Background: an optimization exercise with open tools, aiming at small area and a short achievable clock period. Do not read the settings as production practice.
Only simulation tests tie the RTL to the original design; equivalence was not proved.
Power figures rest on the tool's default switching activity, not on a simulated workload.

## alpha
Design signedMultiplier, start of the top module:
module signedMultiplier
(
	input  logic          clk,
	input  logic          arstN,
	input  mulPkg::operandPairT   operands,
	output mulPkg::productResultT result
);
Size: roughly 1,900 cells after synthesis, ~540 flip-flops, about 24,000 µm² of cells after synthesis.
Settings: LEC_CHECK=0, CAP_MARGIN=20, CORE_MARGIN=2, CORE_UTILIZATION=70, CTS_CLUSTER_DIAMETER=90, CTS_CLUSTER_SIZE=25, SETUP_SLACK_MARGIN=2.0, SLEW_MARGIN=20, SYNTH_HIERARCHICAL=1; clock period 4.0 ns.
run.sh (not shown) runs the stock make flow with config.mk's settings and CLKGATE_MAP_FILE= SYNTH_SCRIPT=/design/flow/synth_recipe.tcl, a recipe that flattens the netlist after the stock synthesis.
alpha finished every stage and its layout cleared the timing, design-rule and antenna checks.
Input changes introduced in beta (baseline for comparison: alpha):
Settings: a change of CTS_CLUSTER_DIAMETER from 90 to 100; a change of CTS_CLUSTER_SIZE from 25 to 30; a change of CORE_UTILIZATION from 70 to 55.
### Flow results
- Relative to alpha, fraction of area in multi-input gates has gone down in beta.
- Sort alpha and beta by tap cell count asc -> top: alpha
- beta ended up with r1_d[81] as its capture point of the critical path; alpha ended up with r1_d[49].
- Status: data required time of the worst path parity (beta, alpha)
- beta ended with every stage complete and zero timing, DRC or antenna violations.
- Re area after synthesis: no difference whatsoever between beta and alpha.
- beta vs alpha — detailed-routed wire length on met2 dropped 1.8%.
- Total number of placement rows (alpha / beta): 0.895
- Across both runs, overall fraction of global-route tracks in use was lower for beta than for alpha.
- beta vs. alpha: synthesis-to-finish area growth increased 1.3 points; total power shows a reduction of 0.63%; tightest hold margin now smaller.
> inputs changed (beta -> gamma)
Settings: swapping 2.0 for 1.9 in SETUP_SLACK_MARGIN.
Results
- Switching component of the power delta for gamma relative to beta: 0.71% lower
- Non-clock buffer count: gamma vs beta down 10
- Sort gamma and beta by count of TritonRoute iterations in the first routing pass, descending, and beta comes first.
[inputs] delta vs gamma
Settings: swapping 55 for 70 in CORE_UTILIZATION; swapping 1.9 for 2.0 in SETUP_SLACK_MARGIN.
--- outcome ---
No stage failed in gamma, and the final checks on the layout all came back clean.
Having completed the whole flow, delta delivered a layout that passed the timing, design-rule and antenna checks.
Worst-case register-to-register setup slack in delta is 110 ps higher than in gamma
Looking at internal power of the cells across both flows, delta is the weaker of the two, with gamma ahead.
Compared with gamma, count of clock-buffer cells in the layout in delta decreased by a few percent.
Comparing delta against gamma, there is no change at all in deepest level of the CTS H-tree.
delta ended with less number of antenna violations at the first check in global routing than gamma.
Edits applied to the flow inputs when going from delta to epsilon:
Settings: CORE_UTILIZATION now 40, was 70.
[summary]
Against delta, epsilon comes in 20 ps lower on internal reg-to-reg setup slack.
Relative to delta, die outline width has increased by about 30% in epsilon.
Going from delta to epsilon, utilization shrank by 32 points, effective utilization at floorplan fell by 30 points.
Count of filler cells inserted in the layout up about 150% in epsilon wrt delta
Compared with delta, epsilon shows a lower violation count after the first detailed-routing iteration.
Compare epsilon and delta | post-placement cell count lower: delta
epsilon vs. delta: sequential share of layout area went down by 0.63 points.
The higher fraction of layout instances using a drive strength above 1 of epsilon and delta is in epsilon.
Lower setup slack was reported by epsilon, not delta.
epsilon: all stages complete, timing, DRC and antenna checks passed

Setup of JK:
signedMultiplier again, from the RTL that the note above started with.
clock: 4.0 ns
lec_check: 0
cap_margin: 20
core_margin: 2
core_utilization: 55
cts_cluster_diameter: 90
cts_cluster_size: 25
setup_slack_margin: 2.0
slew_margin: 20
synth_hierarchical: 1
JK finished end to end and its layout was clean on timing, DRC and antenna.
[inputs] MS vs JK
Settings: setting HOLD_SLACK_MARGIN to 0.1 for the first time.
==> flow/flow/run.sh (new file) <==
#!/bin/bash
# The standard layout (standard.sh), with plain buffers instead of delay
# cells on the ports; the whole ORFS run is logged to standard_flow.log.
set -euo pipefail
export BUFFER_PORTS_ARGS="-buffer_cell sky130_fd_sc_hd__buf_2"
bash standard.sh > standard_flow.log 2>&1
==> flow/standard.sh (new file) <==
#!/bin/bash
# synth_recipe.tcl (not shown) runs the flow's synth.tcl, then flattens the netlist and writes it again
# the make line also repeats each setting of config.mk as NAME=value (left out here)
make -C /OpenROAD-flow-scripts/flow DESIGN_CONFIG=/design/flow/config.mk WORK_HOME=/design/flow/orfs CLKGATE_MAP_FILE= SYNTH_SCRIPT=/design/flow/synth_recipe.tcl "${@:-finish}"
removed: flow/run.sh
--- outcome ---
Compared with JK, MS shows a higher number of antenna violations at the first check in global routing.
As far as layout net count is concerned, JK and MS perform about the same.
MS ended up with in2reg as its path category of the worst min-delay check; JK ended up with reg2reg.
Compared with JK, in MS violation count after the first detailed-route iteration climbed 2.6%; share of total power in combinational logic dropped 0.8 points; final cell area excluding filler cells dropped 1.9%; final cell count barely changed.
MS — global-route usage 0.36 points higher, JK as reference
Input changes introduced in AL (baseline for comparison: MS):
Settings: SETUP_SLACK_MARGIN: 2.0 -> 2.1; HOLD_SLACK_MARGIN: 0.1 -> unset; CTS_CLUSTER_SIZE: 25 -> 30; CTS_CLUSTER_DIAMETER: 90 -> 100.
==> flow/run.sh (new file) <==
#!/bin/bash
# synth_recipe.tcl (not shown) runs the flow's synth.tcl, then flattens the netlist and writes it again
# the make line also repeats each setting of config.mk as NAME=value (left out here)
make -C /OpenROAD-flow-scripts/flow DESIGN_CONFIG=/design/flow/config.mk WORK_HOME=/design/flow/orfs CLKGATE_MAP_FILE= SYNTH_SCRIPT=/design/flow/synth_recipe.tcl finish
removed: flow/flow/run.sh
removed: flow/standard.sh
Every stage of the flow completed for AL, and the final layout passed the timing, design-rule and antenna checks.
Diff MS..AL | post-synthesis adder-cell area fraction | unchanged
Re final core utilization: MS was lower than AL.
On design area: between MS and AL, it ends up higher for AL.
Relative to MS, relative contribution of the clock network to total power has gone down in AL.
Relative area change from synthesis to final layout: lower on MS
#### Input delta (TR over AL)
Settings: SETUP_SLACK_MARGIN changed from 2.1 to 2.05.
[summary]
TR vs AL — area of all placed cells without fillers dropped by a few percent
AL -> TR: number of filler instances in the final layout increased by a few percent
Setup slack in TR is smaller than in AL.
Total power after layout: TR vs AL down about 2.3%
What PW does differently from TR at the input level:
Settings: a change of SETUP_SLACK_MARGIN from 2.05 to 1.95.
==> summary.txt <==
Arrival time at the worst endpoint (higher): TR. Layout buffer count excluding clock buffers: lower on PW. Relative to TR, share of cell area taken by multi-input logic gates has gone down in PW. Final-layout clock buffer total: PW vs TR identical. Changes observed in PW relative to TR: routed length per placed instance decreased about 0.6%, half-perimeter wire length after placement rose by 1.1%, net switching component of the power -110 uW. Going from TR to PW, number of tap cells inserted was more or less identical, largest net degree at the start of global routing has increased. Min global-route track usage on met1 across TR and PW: PW. Looking only at upper clock frequency limit, and setting everything else aside, the higher value of TR and PW goes to PW.

run A:
signedMultiplier, a different RTL version from the one above (not shown whole).
Size in the first run: about 1900 cells after synthesis, about 470 flip-flops, about 100 I/O pins, ~23000 um2 of cells after synthesis.
## signedMultiplier
module signedMultiplier
(
	input  logic          clk,
	input  logic          arstN,
	input  mulPkg::operandPairT   operands,
	output mulPkg::productResultT result
);
Settings: LEC_CHECK=0, CAP_MARGIN=20, CORE_MARGIN=2, CORE_UTILIZATION=75, CTS_CLUSTER_DIAMETER=100, CTS_CLUSTER_SIZE=30, SETUP_SLACK_MARGIN=1.8, SLEW_MARGIN=20, SYNTH_HIERARCHICAL=1; clock period 4.0 ns.
Stock flow here: none of the scripts above is used.
Run A reached the final stage; the timing, design-rule and antenna checks on its layout passed.
diff inputs: run A => run B
Settings: swapping 75 for 40 in CORE_UTILIZATION.
==> summary.txt <==
Run B went all the way through the flow, and no timing, DRC or antenna check failed. Looking at slowest library cell on the worst path, the sky130_fd_sc_hd__dfxtp_1 result is from run A; the sky130_fd_sc_hd__fa_1 one comes from run B. Run A → run B: worst voltage drop across the vdd grid shows a reduction of about 50%, wire length reported by the detailed router climbed 2600 um, hold slack flat.
Input changes introduced in run C (baseline for comparison: run B):
Settings: changing CORE_UTILIZATION from 40 to 55.
## What came out
- Comparing run C against run B, there is no change at all in deepest level of the CTS H-tree.
- Between run C and run B, setup slack is lower for run B, run C comes in above that.
- For run C, the slowest library cell on the worst path was sky130_fd_sc_hd__dfxtp_2, unlike run B, where it was sky130_fd_sc_hd__fa_1.
- Sequential cell area: run B vs run C, no meaningful difference
- Diff run B -> run C: die height lower, sequential share of layout area shows an increase of 0.67 points, final clock period utilization by the worst path about even, post-synthesis instance area has remained practically unchanged, combinational group share of total power went up by 1.7 points.
- The net switching fraction of the power on run B is in line with that on run C.
- Run C vs run B, capture point of the critical path: r3_p[45]$_DFF_P_ vs r1_d[75]$_DFF_P_
- The vias per cell in run C is 1.09 times that in run B.
Edits applied to the flow inputs when going from run C to run D:
Settings: changing CORE_UTILIZATION from 55 to 40; setting PLACE_DENSITY to 0.65 for the first time.
### Flow results
Summary of run D over run C: proportion of final cell area spent on non-clock buffers shrank by 0.38 points; overall routing resource usage lower.
On depth of the most critical reg-to-reg path, the higher figure sits with run C, not run D.
Cmp run D and run C / power / lower: run C
Against run C, final cell area excluding filler cells in run D came out worse.

Another version of the RTL of signedMultiplier (not shown whole).
Size: about 1900 cells after synthesis, ~100 I/O pins.
Settings: LEC_CHECK=0, CAP_MARGIN=20, CORE_MARGIN=2, CORE_UTILIZATION=40, SETUP_SLACK_MARGIN=1.9, SLEW_MARGIN=20, SYNTH_HIERARCHICAL=1; clock period 4.0 ns.
Rerun with:
Settings changed: SETUP_SLACK_MARGIN 1.9 to 1.8.
Register-to-register slack is better by 0.04 ns.
Worst setup slack is better by 0.038 ns.
Worst hold slack got worse by 0.0032 ns.
Die area is unchanged.
Cell area is lower by 6.7%.

zinc:
signedMultiplier again, from the RTL that the note above started with.
==> flow/config.mk <==
export PLATFORM = sky130hd
export DESIGN_NAME = signedMultiplier
export DESIGN_NICKNAME = signedMultiplier
export VERILOG_FILES = /design/flow/design.v
export SDC_FILE = /design/flow/constraint.sdc
export NUM_CORES = 4
export LEC_CHECK = 0
export CAP_MARGIN = 20
export CORE_MARGIN = 2
export CORE_UTILIZATION = 40
export CTS_CLUSTER_DIAMETER = 80
export CTS_CLUSTER_SIZE = 24
export PLACE_DENSITY = 0.75
export SETUP_SLACK_MARGIN = 1.8
export SLEW_MARGIN = 20
export SYNTH_HIERARCHICAL = 1
==> flow/constraint.sdc <==
create_clock -name core_clock -period 4.0 [get_ports {clk}]
set_input_delay 0.8000 -clock core_clock [delete_from_list [all_inputs] [get_ports {clk}]]
set_output_delay 0.8000 -clock core_clock [all_outputs]
set_load 0.01 [all_outputs]
The following lists how amber was set up differently from zinc:
# zinc
export LEC_CHECK = 0
export CAP_MARGIN = 20
export CORE_MARGIN = 2
export CORE_UTILIZATION = 40
export CTS_CLUSTER_DIAMETER = 80
export CTS_CLUSTER_SIZE = 24
export PLACE_DENSITY = 0.75
export SETUP_SLACK_MARGIN = 1.8
export SLEW_MARGIN = 20
export SYNTH_HIERARCHICAL = 1
create_clock -name core_clock -period 4.0 [get_ports {clk}]
# amber
export LEC_CHECK = 0
export CAP_MARGIN = 20
export CORE_MARGIN = 2
export CORE_UTILIZATION = 40
export SETUP_SLACK_MARGIN = 2.0
export SLEW_MARGIN = 20
export SYNTH_HIERARCHICAL = 1
create_clock -name core_clock -period 4.0 [get_ports {clk}]
==> comparison <==
Between zinc and amber, non-clock buffer count increased.
Going from zinc to amber, share of total power consumed by net switching shows a reduction of 2.0 points; final design utilization shows an increase of 9.9 points.
On fraction of power consumed by combinational cells, amber tracks zinc almost exactly.
Final total power: amber vs zinc up about 20%
amber and zinc ended up with roughly the same maximum clock path buffer count.
Input changes introduced in onyx (baseline for comparison: amber):
# amber
export LEC_CHECK = 0
export CAP_MARGIN = 20
export CORE_MARGIN = 2
export CORE_UTILIZATION = 40
export SETUP_SLACK_MARGIN = 2.0
export SLEW_MARGIN = 20
export SYNTH_HIERARCHICAL = 1
create_clock -name core_clock -period 4.0 [get_ports {clk}]
# onyx
export LEC_CHECK = 0
export CAP_MARGIN = 20
export CORE_MARGIN = 2
export CORE_UTILIZATION = 60
export CTS_BUF_LIST = sky130_fd_sc_hd__clkbuf_4 sky130_fd_sc_hd__clkbuf_8
export SETUP_SLACK_MARGIN = 1.75
export SLEW_MARGIN = 20
export SYNTH_HIERARCHICAL = 1
create_clock -name core_clock -period 4.0 [get_ports {clk}]
==> summary.txt <==
Of the two values seen for startpoint of the worst setup timing path, r2_d[13] was produced by onyx and r0_a[11] by amber.
Higher met3 track utilization from global routing goes to onyx over amber.
Maximum frequency went down by a few percent going from amber to onyx.
Maximum vdd ir drop for onyx is higher than for amber.
onyx vs. amber: worst clock skew up 8.2 ps; worst setup slack after placement went down 170 ps; layout overhead on the synthesized area went down by 23 points.
Of amber and onyx, the higher smallest setup slack after layout belongs to amber.
> inputs changed (onyx -> garnet)
# onyx
export LEC_CHECK = 0
export CAP_MARGIN = 20
export CORE_MARGIN = 2
export CORE_UTILIZATION = 60
export CTS_BUF_LIST = sky130_fd_sc_hd__clkbuf_4 sky130_fd_sc_hd__clkbuf_8
export SETUP_SLACK_MARGIN = 1.75
export SLEW_MARGIN = 20
export SYNTH_HIERARCHICAL = 1
create_clock -name core_clock -period 4.0 [get_ports {clk}]
# garnet
export LEC_CHECK = 0
export CAP_MARGIN = 20
export CORE_MARGIN = 2
export CORE_UTILIZATION = 40
export CTS_CLUSTER_DIAMETER = 100
export CTS_CLUSTER_SIZE = 30
export SETUP_SLACK_MARGIN = 1.8
export SLEW_MARGIN = 20
export SYNTH_HIERARCHICAL = 1
create_clock -name core_clock -period 4.0 [get_ports {clk}]
## What came out
- Summary: with onyx as the reference, number of buffers outside the clock class in the layout in garnet moved up by a little under 10%.
- Changes observed in garnet relative to onyx: final period utilization decreased by 2.5 points relative to the old numbers, combinational power closely matched the old numbers, worst hold slack after final layout increased by 11 ps relative to the old numbers.
- The worst setup path startpoint comes out r2_d[10] in one run and r2_d[13] in the other, namely in garnet and onyx respectively.

## violet
signedMultiplier again, from the RTL that the note above started with.
clock: 4.0 ns
lec_check: 0
cap_margin: 20
core_margin: 2
core_utilization: 40
setup_slack_margin: 1.75
slew_margin: 20
synth_hierarchical: 1
diff inputs: violet => pepper
Settings: swapping 1.75 for 1.8 in SETUP_SLACK_MARGIN; putting CTS_CLUSTER_DIAMETER at 100 where nothing was set; putting CTS_CLUSTER_SIZE at 30 where nothing was set; putting PLACE_DENSITY at 0.75 where nothing was set.
[summary]
pepper against violet: combinational cell fraction of total power rose by 5.9 points; clock-buffer cell count went down 43; via count went up 247.
Any difference in area of the core between violet and pepper is small enough to ignore.
From violet to pepper, share of the synthesized netlist area taken by xor and xnor gates did not move at all.
Average wire per cell in the routed design ends up lower on violet.
Taking violet as the reference, in pepper placement-stage worst setup slack went up, worst reg-to-reg setup slack went up, layout buffer count excluding clock buffers went up, power after layout went down.
Re critical path depth: violet and pepper aren't equal, and the higher value belongs to pepper.
For violet, the startpoint-to-endpoint class of the critical path was register to output port, unlike pepper, where it was register to register.

RTL: one of the versions met above, not the one the previous note started from.
Size: ~1900 cells after synthesis, roughly 470 flip-flops, ~100 I/O pins.
clock: 4.0 ns
lec_check: 0
cap_margin: 20
core_margin: 2
core_utilization: 40
cts_cluster_diameter: 100
cts_cluster_size: 30
setup_slack_margin: 1.8
slew_margin: 20
synth_hierarchical: 1
standard.sh (not shown) runs the stock make flow with config.mk's settings and CLKGATE_MAP_FILE= SYNTH_SCRIPT=/design/flow/synth_recipe.tcl, a recipe that flattens the netlist after the stock synthesis.
==> flow/flow/run.sh <==
#!/bin/bash
set -e
export BUFFER_PORTS_ARGS="-buffer_cell sky130_fd_sc_hd__buf_2"
bash standard.sh > standard_flow.log 2>&1
The baseline produced a clean layout.
Then changed:
==> flow/run.sh (new file) <==
#!/bin/bash
# synth_recipe.tcl (not shown) runs the flow's synth.tcl, then flattens the netlist and writes it again
# the make line also repeats each setting of config.mk as NAME=value (left out here)
make -C /OpenROAD-flow-scripts/flow DESIGN_CONFIG=/design/flow/config.mk WORK_HOME=/design/flow/orfs CLKGATE_MAP_FILE= SYNTH_SCRIPT=/design/flow/synth_recipe.tcl finish
--- a/flow/config.mk
+++ b/flow/config.mk
@@ -13 +13 @@
-export SETUP_SLACK_MARGIN = 1.8
+export SETUP_SLACK_MARGIN = 1.85
removed: flow/flow/run.sh
removed: flow/standard.sh
=>
- The new run finished clean
- register-to-register slack is better by 0.02 ns
- design area came out higher by 4.1%
- synthesized cell count is unchanged
- routed wire length came out higher by 1.3%
- total power came out higher by 3.5%
- maximum frequency came out higher by 1.0%
- count of clock-buffer cells in the layout came out higher by 2
- worst setup slack is better by 0.022 ns
Then changed:
--- a/flow/config.mk
+++ b/flow/config.mk
@@ -13 +13,2 @@
-export SETUP_SLACK_MARGIN = 1.85
+export PLACE_DENSITY = 0.7
+export SETUP_SLACK_MARGIN = 1.8
Result: The new run ran to the end with no violations; critical path depth is higher by 1; die area does not change; global-route usage came out lower by 0.49 points.

## separate check: timing with driven ports
In the flow no input, the clock included, has a driving cell. The finished layouts below were timed again as built, in two steps.
Step 1 (the two cells are an assumption about what drives the block):
set clk [get_ports {clk}]
set_driving_cell -lib_cell sky130_fd_sc_hd__clkbuf_16 $clk
set_driving_cell -lib_cell sky130_fd_sc_hd__buf_2 [delete_from_list [all_inputs] $clk]
Step 2 moves the port delays by t, midway between the first and last clock arrival at a register: inputs arrive t later, outputs are due t later. That takes back most of the time a late clock gives input paths.
a / b / c = no drivers / after step 1 / after step 2; a / b = the first two.
run | shift t [ns] | slack for setup (ns) | hold slack, ns | pins driven straight from the clock port
alpha | 0.614 | 2.004 / 1.984 / 1.812 | 0.327 / 0.327 / 0.327 | 1
beta | 0.627 | 2.010 / 1.986 / 1.837 | 0.311 / 0.311 / 0.311 | 1
gamma | 0.625 | 1.894 / 1.894 / 1.846 | 0.329 / 0.329 / 0.329 | 1
delta | 0.609 | 2.007 / 1.984 / 1.814 | 0.329 / 0.329 / 0.329 | 1
epsilon | 0.637 | 1.982 / 1.982 / 1.796 | 0.324 / 0.324 / 0.324 | 1
JK | 0.642 | 2.030 / 1.978 / 1.847 | 0.329 / 0.329 / 0.329 | 1
MS | 0.654 | 2.007 / 2.007 / 2.007 | 0.314 / 0.277 / 0.321 | 1
AL | 0.637 | 1.997 / 1.997 / 1.777 | 0.324 / 0.324 / 0.324 | 1
TR | 0.629 | 1.940 / 1.940 / 1.846 | 0.311 / 0.311 / 0.311 | 1
PW | 0.623 | 1.977 / 1.954 / 1.854 | 0.325 / 0.325 / 0.325 | 1
run A | 0.589 | 1.834 / 1.834 / 1.834 | 0.331 / 0.331 / 0.331 | 1
run B | 0.628 | 1.845 / 1.845 / 1.845 | 0.333 / 0.333 / 0.333 | 1
run C | 0.603 | 1.849 / 1.849 / 1.849 | 0.330 / 0.330 / 0.330 | 1
run D | 0.634 | 1.834 / 1.834 / 1.834 | 0.320 / 0.320 / 0.320 | 1
the first run of note 4 | 0.651 | 1.803 / 1.803 / 1.803 | 0.322 / 0.322 / 0.322 | 1
the second run of note 4 | 0.637 | 1.841 / 1.841 / 1.841 | 0.319 / 0.319 / 0.319 | 1
zinc | 0.642 | 1.832 / 1.832 / 1.832 | 0.329 / 0.329 / 0.329 | 1
amber | 0.657 | 1.777 / 1.777 / 1.777 | 0.320 / 0.320 / 0.320 | 1
onyx | 0.682 | 1.725 / 1.725 / 1.725 | 0.320 / 0.320 / 0.320 | 1
garnet | 0.633 | 1.824 / 1.824 / 1.824 | 0.331 / 0.331 / 0.331 | 1
violet | 0.637 | 1.791 / 1.732 / 1.797 | 0.319 / 0.319 / 0.319 | 1
pepper | 0.617 | 1.832 / 1.832 / 1.832 | 0.311 / 0.311 / 0.311 | 1
the first run of note 7 | 0.617 | 1.817 / 1.817 / 1.817 | 0.034 / -0.001 / 0.329 | 1
the second run of note 7 | 0.629 | 1.839 / 1.839 / 1.839 | 0.324 / 0.324 / 0.324 | 1
the third run of note 7 | 0.635 | 1.804 / 1.804 / 1.804 | 0.315 / 0.315 / 0.315 | 1
After both steps every run listed still meets setup and hold. For AL, which loses most, drivers alone change the setup slack by 0.000 ns; drivers and shift together by -0.220 ns.
